Background: an optimization exercise with open tools, aiming at a short achievable clock period and few clock cycles. Do not read the settings as production practice. Power figures rest on the tool's default switching activity, not on a simulated workload.

==> inputs of v7 <==
// dma_top
module dma_top (
    input  logic        clk_i,
    input  logic        rst_i,
    input  logic        reg_en_i,
    input  logic        reg_we_i,
    input  logic [4:0]  reg_addr_i,
    input  logic [63:0] reg_wdata_i,
    output logic [63:0] reg_rdata_o,
    input  logic        mem_gnt_i,
    input  logic        mem_rvalid_i,
    input  logic [63:0] mem_rdata_i,
    input  logic        mem_bdone_i,
    output logic        mem_req_o,
    output logic        mem_we_o,
    output logic [31:0] mem_addr_o,
    output logic [63:0] mem_wdata_o,
    output logic [7:0]  mem_beats_o,
    output logic        mem_last_o,
    output logic        done_o
);
    localparam int ADDR_W     = 32;
    localparam int DATA_W     = 64;
    localparam int BEAT_BYTES = 8;
    localparam int REG_ADDR_W = 5;
    localparam logic [4:0] REG_SRC   = 5'h00;
    localparam logic [4:0] REG_DST   = 5'h08;
    localparam logic [4:0] REG_LEN   = 5'h10;
    localparam logic [4:0] REG_BURST = 5'h18;
    localparam logic [4:0] REG_CTRL  = 5'h1C;
    localparam int CTRL_START = 0;
    localparam int CTRL_DONE  = 1;
    localparam int CTRL_BUSY  = 2;
    localparam int FIFO_DEPTH = 32;
    localparam int FIFO_IDX_W = $clog2(FIFO_DEPTH);
    localparam int FREE_W     = FIFO_IDX_W + 1;
    localparam int BEATS_W    = 30;
    logic        start;
    logic        busy;
    logic [31:0] src;
    logic [31:0] dst;
    logic [31:0] len;
    logic [7:0]  burst;
    logic        xfer_done;
    logic        push;
    logic        pop;
    logic [63:0] head;
    logic        fifo_empty;
    logic        rd_avail;
    logic [31:0] rd_addr;
    logic [7:0]  rd_beats;
    logic [7:0]  first_beats;
    logic        rd_load;
    logic        wr_load;
    logic        wr_pend;
    logic        burst_end;
    logic        wr_avail;
    logic [31:0] wr_addr;
    logic [63:0] wr_wdata;
    logic        wr_last;
    dma_regs u_regs (
        .clk_i       (clk_i),
  ...
Settings: LEC_CHECK=0, ABC_CLOCK_PERIOD_IN_PS=2500, CAP_MARGIN=20, CORE_MARGIN=2, CORE_UTILIZATION=50, SETUP_SLACK_MARGIN=5, SLEW_MARGIN=20, TNS_END_PERCENT=100; clock period 9.0 ns.
run.sh (not shown) runs the stock make flow with config.mk's settings and CLKGATE_MAP_FILE= SYNTH_SCRIPT=/design/flow/synth_recipe.tcl, a recipe that flattens the netlist after the stock synthesis.
==> v33 (differences from v7) <==
--- a/flow/design.v
+++ b/flow/design.v
@@ -8,11 +8,11 @@
     localparam logic [4:0] REG_BURST = 5'h18;
     localparam logic [4:0] REG_CTRL  = 5'h1C;
     localparam int CTRL_START = 0;
     localparam int CTRL_DONE  = 1;
     localparam int CTRL_BUSY  = 2;
-    localparam int FIFO_DEPTH = 32;
+    localparam int FIFO_DEPTH = 24;
     localparam int FIFO_IDX_W = $clog2(FIFO_DEPTH);
     localparam int FREE_W     = FIFO_IDX_W + 1;
     localparam int BEATS_W    = 30;
 `timescale 1ns/1ps
 module dma_regs (
@@ -42,11 +42,11 @@
     localparam logic [4:0] REG_BURST = 5'h18;
     localparam logic [4:0] REG_CTRL  = 5'h1C;
     localparam int CTRL_START = 0;
     localparam int CTRL_DONE  = 1;
     localparam int CTRL_BUSY  = 2;
-    localparam int FIFO_DEPTH = 32;
+    localparam int FIFO_DEPTH = 24;
     localparam int FIFO_IDX_W = $clog2(FIFO_DEPTH);
     localparam int FREE_W     = FIFO_IDX_W + 1;
     localparam int BEATS_W    = 30;
     logic [31:0] src_q;
     logic [31:0] dst_q;
@@ -140,11 +140,11 @@
     localparam logic [4:0] REG_BURST = 5'h18;
     localparam logic [4:0] REG_CTRL  = 5'h1C;
     localparam int CTRL_START = 0;
     localparam int CTRL_DONE  = 1;
     localparam int CTRL_BUSY  = 2;
-    localparam int FIFO_DEPTH = 32;
+    localparam int FIFO_DEPTH = 24;
     localparam int FIFO_IDX_W = $clog2(FIFO_DEPTH);
     localparam int FREE_W     = FIFO_IDX_W + 1;
     localparam int BEATS_W    = 30;
     logic [63:0]           mem_q [FIFO_DEPTH];
     logic [FIFO_IDX_W-1:0] wr_ptr_q;
@@ -162,14 +162,14 @@
             rd_ptr_q <= '0;
             count_q  <= '0;
             empty_q  <= 1'b1;
         end else begin
             if (push_i) begin
-                wr_ptr_q <= wr_ptr_q + 1'b1;
+                wr_ptr_q <= (wr_ptr_q == FIFO_IDX_W'(FIFO_DEPTH - 1)) ? '0 : wr_ptr_q + 1'b1;
             end
             if (pop_i) begin
-                rd_ptr_q <= rd_ptr_q + 1'b1;
+                rd_ptr_q <= (rd_ptr_q == FIFO_IDX_W'(FIFO_DEPTH - 1)) ? '0 : rd_ptr_q + 1'b1;
             end
             case ({push_i, pop_i})
                 2'b10: begin
                     count_q <= count_q + 1'b1;
                     empty_q <= 1'b0;
@@ -208,33 +208,30 @@
     localparam logic [4:0] REG_BURST = 5'h18;
     localparam logic [4:0] REG_CTRL  = 5'h1C;
     localparam int CTRL_START = 0;
     localparam int CTRL_DONE  = 1;
     localparam int CTRL_BUSY  = 2;
-    localparam int FIFO_DEPTH = 32;
+    localparam int FIFO_DEPTH = 24;
     localparam int FIFO_IDX_W = $clog2(FIFO_DEPTH);
     localparam int FREE_W     = FIFO_IDX_W + 1;
     localparam int BEATS_W    = 30;
     localparam int SL_W = BEATS_W + 1;
     logic [31:0]        addr_q;
     logic [BEATS_W-1:0] left_q;      
     logic [SL_W-1:0]    l1_q;        
     logic [SL_W-1:0]    l2_q;        
     logic [4:0]         bmax_q;      
+    logic [5:0]         bmax2_q;     
     logic [FREE_W-1:0]  free_q;      
     logic               first_q;     
     logic               avail_q;
     logic [4:0]         bmax_cfg;
     logic [BEATS_W-1:0] beats_cfg;
     logic               full;        
-    logic               full2;       
     logic               more;        
     logic [4:0]         size;
-    logic [4:0]         size2;
     logic               take;
-    logic [FREE_W:0]    free_t0;     
-    logic [FREE_W:0]    free_t1;
     logic               av_t0, av_t1, av_n0, av_n1;
     always_comb begin
         if (burst_i == 8'd0) begin
             bmax_cfg = 5'd1;
         end else if (burst_i > 8'd16) begin
@@ -250,45 +247,30 @@
         end else begin
             first_beats_o = 8'(len_i[7:3]) + 8'(len_i[2:0] != 3'd0);
         end
     end
     assign full  = !l1_q[SL_W-1];
-    assign full2 = !l2_q[SL_W-1];
     assign more  = full && (l1_q != '0);
     assign size  = full ? bmax_q : left_q[4:0];
-    assign size2 = full2 ? bmax_q : l1_q[4:0];
     assign avail_o = avail_q;
     assign addr_o  = addr_q;
     assign beats_o = 8'(size);
     assign take = load_i || first_q;
-    assign free_t0 = {1'b0, free_q} - (FREE_W+1)'(size);
-    assign free_t1 = free_t0 + 1'b1;
-    assign av_t0 = more && (free_t0 >= (FREE_W+1)'(size2));
-    assign av_t1 = more && (free_t1 >= (FREE_W+1)'(size2));
-    assign av_n0 = (left_q != '0) && ({1'b0, free_q} >= (FREE_W+1)'(size));
+    assign av_t0 = more && ({1'b0, free_q} >= (FREE_W+1)'(bmax2_q));
+    assign av_t1 = more && ({1'b0, free_q} + 1'b1 >= (FREE_W+1)'(bmax2_q));
+    assign av_n0 = (left_q != '0) && (free_q >= FREE_W'(size));
     assign av_n1 = (left_q != '0) && ({1'b0, free_q} + 1'b1 >= (FREE_W+1)'(size));
-    always_ff @(posedge clk_i or negedge rst_i) begin
-        if (!rst_i) begin
-            addr_q  <= '0;
-            left_q  <= '0;
-            l1_q    <= '0;
-            l2_q    <= '0;
-            bmax_q  <= 5'd1;
-            free_q  <= FREE_W'(FIFO_DEPTH - 1);
-            first_q <= 1'b0;
-            avail_q <= 1'b0;
-        end else if (!busy_i) begin
+    always_ff @(posedge clk_i) begin
+        if (!busy_i) begin
             addr_q  <= src_i;
             left_q  <= beats_cfg;
             l1_q    <= SL_W'(beats_cfg) - SL_W'(bmax_cfg);
             l2_q    <= SL_W'(beats_cfg) - SL_W'({bmax_cfg, 1'b0});
             bmax_q  <= bmax_cfg;
+            bmax2_q <= {bmax_cfg, 1'b0};
             free_q  <= FREE_W'(FIFO_DEPTH - 1);
-            first_q <= (len_i != '0);
-            avail_q <= 1'b0;
         end else begin
-            first_q <= 1'b0;
             if (take) begin
                 addr_q <= addr_q + {24'd0, size, 3'b000};
                 if (full) begin
                     left_q <= l1_q[BEATS_W-1:0];
                     l1_q   <= l2_q;
@@ -298,15 +280,26 @@
                     l1_q   <= {SL_W{1'b1}};
                     l2_q   <= {SL_W{1'b1}};
                 end
             end
             case ({take, free_i})
-                2'b10:   free_q <= free_t0[FREE_W-1:0];
-                2'b11:   free_q <= free_t1[FREE_W-1:0];
+                2'b10:   free_q <= free_q - FREE_W'(size);
+                2'b11:   free_q <= free_q - FREE_W'(size) + 1'b1;
                 2'b01:   free_q <= free_q + 1'b1;
                 default: ;
             endcase
+        end
+    end
+    always_ff @(posedge clk_i or negedge rst_i) begin
+        if (!rst_i) begin
+            first_q <= 1'b0;
+            avail_q <= 1'b0;
+        end else if (!busy_i) begin
+            first_q <= (len_i != '0);
+            avail_q <= 1'b0;
+        end else begin
+            first_q <= 1'b0;
             case ({take, free_i})
                 2'b10:   avail_q <= av_t0;
                 2'b11:   avail_q <= av_t1;
                 2'b01:   avail_q <= av_n1;
                 default: avail_q <= av_n0;
@@ -340,11 +333,11 @@
     localparam logic [4:0] REG_BURST = 5'h18;
     localparam logic [4:0] REG_CTRL  = 5'h1C;
     localparam int CTRL_START = 0;
     localparam int CTRL_DONE  = 1;
     localparam int CTRL_BUSY  = 2;
-    localparam int FIFO_DEPTH = 32;
+    localparam int FIFO_DEPTH = 24;
     localparam int FIFO_IDX_W = $clog2(FIFO_DEPTH);
     localparam int FREE_W     = FIFO_IDX_W + 1;
     localparam int BEATS_W    = 30;
     logic [31:0]        addr_q;
     logic [BEATS_W-1:0] left_q;      
@@ -373,22 +366,12 @@
             default: outst_nxt = outst_q;
         endcase
     end
     assign xfer_done_o = busy_i && left_zero_q && !wr_pend_i &&
                          (outst_zero_q || (outst_one_q && bdone_i));
-    always_ff @(posedge clk_i or negedge rst_i) begin
-        if (!rst_i) begin
-            addr_q       <= '0;
-            left_q       <= '0;
-            left_one_q   <= 1'b0;
-            left_zero_q  <= 1'b1;
-            b_q          <= 8'd1;
-            cnt_q        <= 8'd1;
-            outst_q      <= '0;
-            outst_zero_q <= 1'b1;
-            outst_one_q  <= 1'b0;
-        end else if (!busy_i) begin
+    always_ff @(posedge clk_i) begin
+        if (!busy_i) begin
             addr_q       <= dst_i;
             left_q       <= beats_cfg;
             left_one_q   <= (beats_cfg == BEATS_W'(1));
             left_zero_q  <= (len_i == '0);
             b_q          <= b_cfg;
@@ -457,11 +440,11 @@
     localparam logic [4:0] REG_BURST = 5'h18;
     localparam logic [4:0] REG_CTRL  = 5'h1C;
     localparam int CTRL_START = 0;
     localparam int CTRL_DONE  = 1;
     localparam int CTRL_BUSY  = 2;
-    localparam int FIFO_DEPTH = 32;
+    localparam int FIFO_DEPTH = 24;
     localparam int FIFO_IDX_W = $clog2(FIFO_DEPTH);
     localparam int FREE_W     = FIFO_IDX_W + 1;
     localparam int BEATS_W    = 30;
     logic        req_q;
     logic        we_q;
@@ -481,38 +464,34 @@
     assign mem_wdata_o = wdata_q;
     assign mem_beats_o = beats_q;
     assign mem_last_o  = last_q;
     always_ff @(posedge clk_i or negedge rst_i) begin
         if (!rst_i) begin
-            req_q   <= 1'b0;
-            we_q    <= 1'b0;
-            addr_q  <= '0;
-            beats_q <= '0;
-            last_q  <= 1'b0;
+            req_q <= 1'b0;
         end else if (!busy_i) begin
-            req_q   <= start_i && first_valid_i;
+            req_q <= start_i && first_valid_i;
+        end else if (next) begin
+            req_q <= rd_load_o || wr_load_o;
+        end
+    end
+    always_ff @(posedge clk_i) begin
+        if (!busy_i) begin
             we_q    <= 1'b0;
             addr_q  <= src_i;
             beats_q <= first_beats_i;
             last_q  <= 1'b0;
         end else if (rd_load_o) begin
-            req_q   <= 1'b1;
             we_q    <= 1'b0;
             addr_q  <= rd_addr_i;
             beats_q <= rd_beats_i;
             last_q  <= 1'b0;
         end else if (wr_load_o) begin
-            req_q   <= 1'b1;
             we_q    <= 1'b1;
             addr_q  <= wr_addr_i;
             beats_q <= 8'd1;
             last_q  <= wr_last_i;
-        end else if (next) begin
-            req_q   <= 1'b0;
         end
-    end
-    always_ff @(posedge clk_i) begin
         if (wr_load_o) begin
             wdata_q <= wr_wdata_i;
         end
     end
 endmodule
@@ -547,11 +526,11 @@
     localparam logic [4:0] REG_BURST = 5'h18;
     localparam logic [4:0] REG_CTRL  = 5'h1C;
     localparam int CTRL_START = 0;
     localparam int CTRL_DONE  = 1;
     localparam int CTRL_BUSY  = 2;
-    localparam int FIFO_DEPTH = 32;
+    localparam int FIFO_DEPTH = 24;
     localparam int FIFO_IDX_W = $clog2(FIFO_DEPTH);
     localparam int FREE_W     = FIFO_IDX_W + 1;
     localparam int BEATS_W    = 30;
     logic        start;
     logic        busy;
@@ -591,12 +570,12 @@
         .dst_o       (dst),
         .len_o       (len),
         .burst_o     (burst),
         .done_o      (done_o)
     );
-    assign wr_avail = !fifo_empty || mem_rvalid_i;
-    assign wr_wdata = fifo_empty ? mem_rdata_i : head;
+    assign wr_avail = !fifo_empty;
+    assign wr_wdata = head;
     assign push     = busy && mem_rvalid_i;
     assign pop      = wr_load;
     dma_fifo u_fifo (
         .clk_i   (clk_i),
         .rst_i   (rst_i),
==> flow/config.mk (replaced) <==
export PLATFORM = sky130hd
export DESIGN_NAME = dma_top
export DESIGN_NICKNAME = dma_top
export VERILOG_FILES = /design/flow/design.v
export SDC_FILE = /design/flow/constraint.sdc
export NUM_CORES = 4
export LEC_CHECK = 0
export CAP_MARGIN = 20
export CORE_MARGIN = 2
export CORE_UTILIZATION = 40
export SETUP_SLACK_MARGIN = 5
export SLEW_MARGIN = 20
export TNS_END_PERCENT = 100
==> v38 (differences from v7) <==
--- a/flow/design.v
+++ b/flow/design.v
@@ -152,11 +152,13 @@
     logic [FREE_W-1:0]     count_q;
     logic                  empty_q;
     assign head_o  = mem_q[rd_ptr_q];
     assign empty_o = empty_q;
     always_ff @(posedge clk_i) begin
-        mem_q[wr_ptr_q] <= data_i;
+        if (push_i) begin
+            mem_q[wr_ptr_q] <= data_i;
+        end
     end
     always_ff @(posedge clk_i or negedge rst_i) begin
         if (!rst_i) begin
             wr_ptr_q <= '0;
             rd_ptr_q <= '0;
@@ -183,22 +185,22 @@
         end
     end
 endmodule
 `timescale 1ns/1ps
 module dma_read_engine (
-    input  logic        clk_i,
-    input  logic        rst_i,
-    input  logic        busy_i,
-    input  logic [31:0] src_i,
-    input  logic [31:0] len_i,
-    input  logic [7:0]  burst_i,
-    input  logic        load_i,       
-    input  logic        free_i,       
-    output logic        avail_o,      
-    output logic [31:0] addr_o,
-    output logic [7:0]  beats_o,
-    output logic [7:0]  first_beats_o
+    input  logic              clk_i,
+    input  logic              rst_i,
+    input  logic              busy_i,
+    input  logic [31:0]       src_i,
+    input  logic [31:0]       len_i,
+    input  logic [7:0]        burst_i,
+    input  logic              load_i,       
+    input  logic              free_i,       
+    output logic              avail_o,      
+    output logic [31:0]       addr_o,
+    output logic [7:0]        beats_o,
+    output logic [7:0]        first_beats_o
 );
     localparam int ADDR_W     = 32;
     localparam int DATA_W     = 64;
     localparam int BEAT_BYTES = 8;
     localparam int REG_ADDR_W = 5;
@@ -212,30 +214,20 @@
     localparam int CTRL_BUSY  = 2;
     localparam int FIFO_DEPTH = 32;
     localparam int FIFO_IDX_W = $clog2(FIFO_DEPTH);
     localparam int FREE_W     = FIFO_IDX_W + 1;
     localparam int BEATS_W    = 30;
-    localparam int SL_W = BEATS_W + 1;
     logic [31:0]        addr_q;
     logic [BEATS_W-1:0] left_q;      
-    logic [SL_W-1:0]    l1_q;        
-    logic [SL_W-1:0]    l2_q;        
     logic [4:0]         bmax_q;      
     logic [FREE_W-1:0]  free_q;      
     logic               first_q;     
-    logic               avail_q;
     logic [4:0]         bmax_cfg;
     logic [BEATS_W-1:0] beats_cfg;
-    logic               full;        
-    logic               full2;       
-    logic               more;        
     logic [4:0]         size;
-    logic [4:0]         size2;
+    logic               left_ge;
     logic               take;
-    logic [FREE_W:0]    free_t0;     
-    logic [FREE_W:0]    free_t1;
-    logic               av_t0, av_t1, av_n0, av_n1;
     always_comb begin
         if (burst_i == 8'd0) begin
             bmax_cfg = 5'd1;
         end else if (burst_i > 8'd16) begin
             bmax_cfg = 5'd16;
@@ -249,70 +241,41 @@
             first_beats_o = 8'(bmax_cfg);
         end else begin
             first_beats_o = 8'(len_i[7:3]) + 8'(len_i[2:0] != 3'd0);
         end
     end
-    assign full  = !l1_q[SL_W-1];
-    assign full2 = !l2_q[SL_W-1];
-    assign more  = full && (l1_q != '0);
-    assign size  = full ? bmax_q : left_q[4:0];
-    assign size2 = full2 ? bmax_q : l1_q[4:0];
-    assign avail_o = avail_q;
+    assign left_ge = (left_q[BEATS_W-1:5] != '0) || (left_q[4:0] >= bmax_q);
+    assign size    = left_ge ? bmax_q : left_q[4:0];
+    assign avail_o = !first_q && (left_q != '0) && (free_q >= FREE_W'(size));
     assign addr_o  = addr_q;
     assign beats_o = 8'(size);
     assign take = load_i || first_q;
-    assign free_t0 = {1'b0, free_q} - (FREE_W+1)'(size);
-    assign free_t1 = free_t0 + 1'b1;
-    assign av_t0 = more && (free_t0 >= (FREE_W+1)'(size2));
-    assign av_t1 = more && (free_t1 >= (FREE_W+1)'(size2));
-    assign av_n0 = (left_q != '0) && ({1'b0, free_q} >= (FREE_W+1)'(size));
-    assign av_n1 = (left_q != '0) && ({1'b0, free_q} + 1'b1 >= (FREE_W+1)'(size));
     always_ff @(posedge clk_i or negedge rst_i) begin
         if (!rst_i) begin
             addr_q  <= '0;
             left_q  <= '0;
-            l1_q    <= '0;
-            l2_q    <= '0;
             bmax_q  <= 5'd1;
-            free_q  <= FREE_W'(FIFO_DEPTH - 1);
+            free_q  <= FREE_W'(FIFO_DEPTH);
             first_q <= 1'b0;
-            avail_q <= 1'b0;
         end else if (!busy_i) begin
             addr_q  <= src_i;
             left_q  <= beats_cfg;
-            l1_q    <= SL_W'(beats_cfg) - SL_W'(bmax_cfg);
-            l2_q    <= SL_W'(beats_cfg) - SL_W'({bmax_cfg, 1'b0});
             bmax_q  <= bmax_cfg;
-            free_q  <= FREE_W'(FIFO_DEPTH - 1);
+            free_q  <= FREE_W'(FIFO_DEPTH);
             first_q <= (len_i != '0);
-            avail_q <= 1'b0;
         end else begin
             first_q <= 1'b0;
             if (take) begin
                 addr_q <= addr_q + {24'd0, size, 3'b000};
-                if (full) begin
-                    left_q <= l1_q[BEATS_W-1:0];
-                    l1_q   <= l2_q;
-                    l2_q   <= l2_q - SL_W'(bmax_q);
-                end else begin
-                    left_q <= '0;
-                    l1_q   <= {SL_W{1'b1}};
-                    l2_q   <= {SL_W{1'b1}};
-                end
+                left_q <= left_ge ? (left_q - BEATS_W'(bmax_q)) : '0;
             end
             case ({take, free_i})
-                2'b10:   free_q <= free_t0[FREE_W-1:0];
-                2'b11:   free_q <= free_t1[FREE_W-1:0];
+                2'b10:   free_q <= free_q - FREE_W'(size);
+                2'b11:   free_q <= free_q - FREE_W'(size) + 1'b1;
                 2'b01:   free_q <= free_q + 1'b1;
                 default: ;
             endcase
-            case ({take, free_i})
-                2'b10:   avail_q <= av_t0;
-                2'b11:   avail_q <= av_t1;
-                2'b01:   avail_q <= av_n1;
-                default: avail_q <= av_n0;
-            endcase
         end
     end
 endmodule
 `timescale 1ns/1ps
 module dma_write_engine (
@@ -357,15 +320,13 @@
     logic               outst_one_q;
     logic [7:0]         b_cfg;
     logic [BEATS_W-1:0] beats_cfg;
     logic [BEATS_W-1:0] left_dec;
     logic [BEATS_W-1:0] outst_nxt;
-    logic               outst_two;
     assign b_cfg     = (burst_i == 8'd0) ? 8'd1 : burst_i;
     assign beats_cfg = BEATS_W'(len_i[31:3]) + BEATS_W'(len_i[2:0] != 3'd0);
     assign left_dec  = left_q - 1'b1;
-    assign outst_two = (outst_q == BEATS_W'(2));
     assign addr_o = addr_q;
     assign last_o = (cnt_q == 8'd1) || left_one_q;
     always_comb begin
         case ({burst_end_i, bdone_i})
             2'b10:   outst_nxt = outst_q + 1'b1;
@@ -403,21 +364,12 @@
                 left_one_q  <= (left_q == BEATS_W'(2));
                 left_zero_q <= left_one_q;
                 cnt_q       <= (cnt_q == 8'd1) ? b_q : (cnt_q - 1'b1);
             end
             outst_q      <= outst_nxt;
-            case ({burst_end_i, bdone_i})
-                2'b10: begin
-                    outst_zero_q <= 1'b0;
-                    outst_one_q  <= outst_zero_q;
-                end
-                2'b01: begin
-                    outst_zero_q <= outst_one_q;
-                    outst_one_q  <= outst_two;
-                end
-                default: ;
-            endcase
+            outst_zero_q <= (outst_nxt == '0);
+            outst_one_q  <= (outst_nxt == BEATS_W'(1));
         end
     end
 endmodule
 `timescale 1ns/1ps
 module dma_bus_arbiter (
@@ -593,12 +545,12 @@
         .burst_o     (burst),
         .done_o      (done_o)
     );
     assign wr_avail = !fifo_empty || mem_rvalid_i;
     assign wr_wdata = fifo_empty ? mem_rdata_i : head;
-    assign push     = busy && mem_rvalid_i;
-    assign pop      = wr_load;
+    assign push     = busy && mem_rvalid_i && !(wr_load && fifo_empty);
+    assign pop      = wr_load && !fifo_empty;
     dma_fifo u_fifo (
         .clk_i   (clk_i),
         .rst_i   (rst_i),
         .push_i  (push),
         .data_i  (mem_rdata_i),
==> flow/config.mk (replaced) <==
export PLATFORM = sky130hd
export DESIGN_NAME = dma_top
export DESIGN_NICKNAME = dma_top
export VERILOG_FILES = /design/flow/design.v
export SDC_FILE = /design/flow/constraint.sdc
export NUM_CORES = 4
export LEC_CHECK = 0
export CAP_MARGIN = 20
export CORE_MARGIN = 2
export CORE_UTILIZATION = 40
export SLEW_MARGIN = 20
==> v12 (differences from v7) <==
==> flow/config.mk (replaced) <==
export PLATFORM = sky130hd
export DESIGN_NAME = dma_top
export DESIGN_NICKNAME = dma_top
export VERILOG_FILES = /design/flow/design.v
export SDC_FILE = /design/flow/constraint.sdc
export NUM_CORES = 4
export LEC_CHECK = 0
export CAP_MARGIN = 20
export CORE_MARGIN = 2
export CORE_UTILIZATION = 40
export SLEW_MARGIN = 20
==> summary.txt <==
outcome complete, no violations; CTS resizes 0; Pint 25500 uW; multi-input logic area 29900 um2; M3 GR Usage 0.0342; via-per-instance ratio 5.68; Critical Path RT 9.71 ns; type of the worst setup path register to register; Syn-to-layout area delta 15.0%; final setup margin 3.64 ns
# the run above: v12

==> summary.txt <==
type of the worst setup path input pin to register; outcome complete, no violations; via-per-instance ratio 5.53; Syn-to-layout area delta 15.3%; Pint 21000 uW; Critical Path RT 9.70 ns; CTS resizes 28
# the run above: v33

==> summary.txt <==
outcome complete, no violations; CTS resizes 0; final setup margin 1.41 ns; Pint 23400 uW; Syn-to-layout area delta 15.2%; Critical Path RT 9.53 ns; type of the worst setup path register to register; multi-input logic area 28000 um2; via-per-instance ratio 5.73; M3 GR Usage 0.0323
# the run above: v38

==> summary.txt <==
outcome complete, no violations; Final Slew Violations 0; multi-input logic area 30600 um2; type of the worst setup path register to register; Syn-to-layout area delta 14.8%; CTS resizes 84; final setup margin 4.98 ns; critical path capture point type register; via-per-instance ratio 6.16; Critical Path RT 9.78 ns; Pint 25100 uW; M3 GR Usage 0.0406; invs w/o clock 73
# the run above: v7

No functional check of the RTL was part of any run of this note.

re-timing with driven ports:
Ports are ideal in the flow. The routed layouts listed here were re-timed in OpenROAD. Step 1 (the two cells are an assumption about what drives the block):
set clk [get_ports {clk_i}]
set_driving_cell -lib_cell sky130_fd_sc_hd__clkbuf_16 $clk
set_driving_cell -lib_cell sky130_fd_sc_hd__buf_2 [delete_from_list [all_inputs] $clk]
Step 2 times the ports against the registers' clock, not the clock port: input delays grow and output delays shrink by t, the midpoint of the rising clock arrivals with the driver on. a / b / c = no drivers / after step 1 / after step 2; a / b = the first two.
run | t (ns) | setup slack, ns | latest minus earliest clock arrival (ns)
v7 | 0.992 | 4.983 / 4.983 / 4.084 | 0.050 / 0.051
v33 | 0.927 | 5.093 / 5.035 / 4.225 | 0.073 / 0.073
v38 | 0.998 | 1.414 / 1.414 / 1.414 | 0.077 / 0.077
v12 | 0.980 | 3.639 / 3.639 / 3.134 | 0.110 / 0.110
After both steps every run listed still meets setup and hold. The setup slack of v7, which loses most, moves by 0.000 ns with the drivers and by -0.899 ns with both steps.
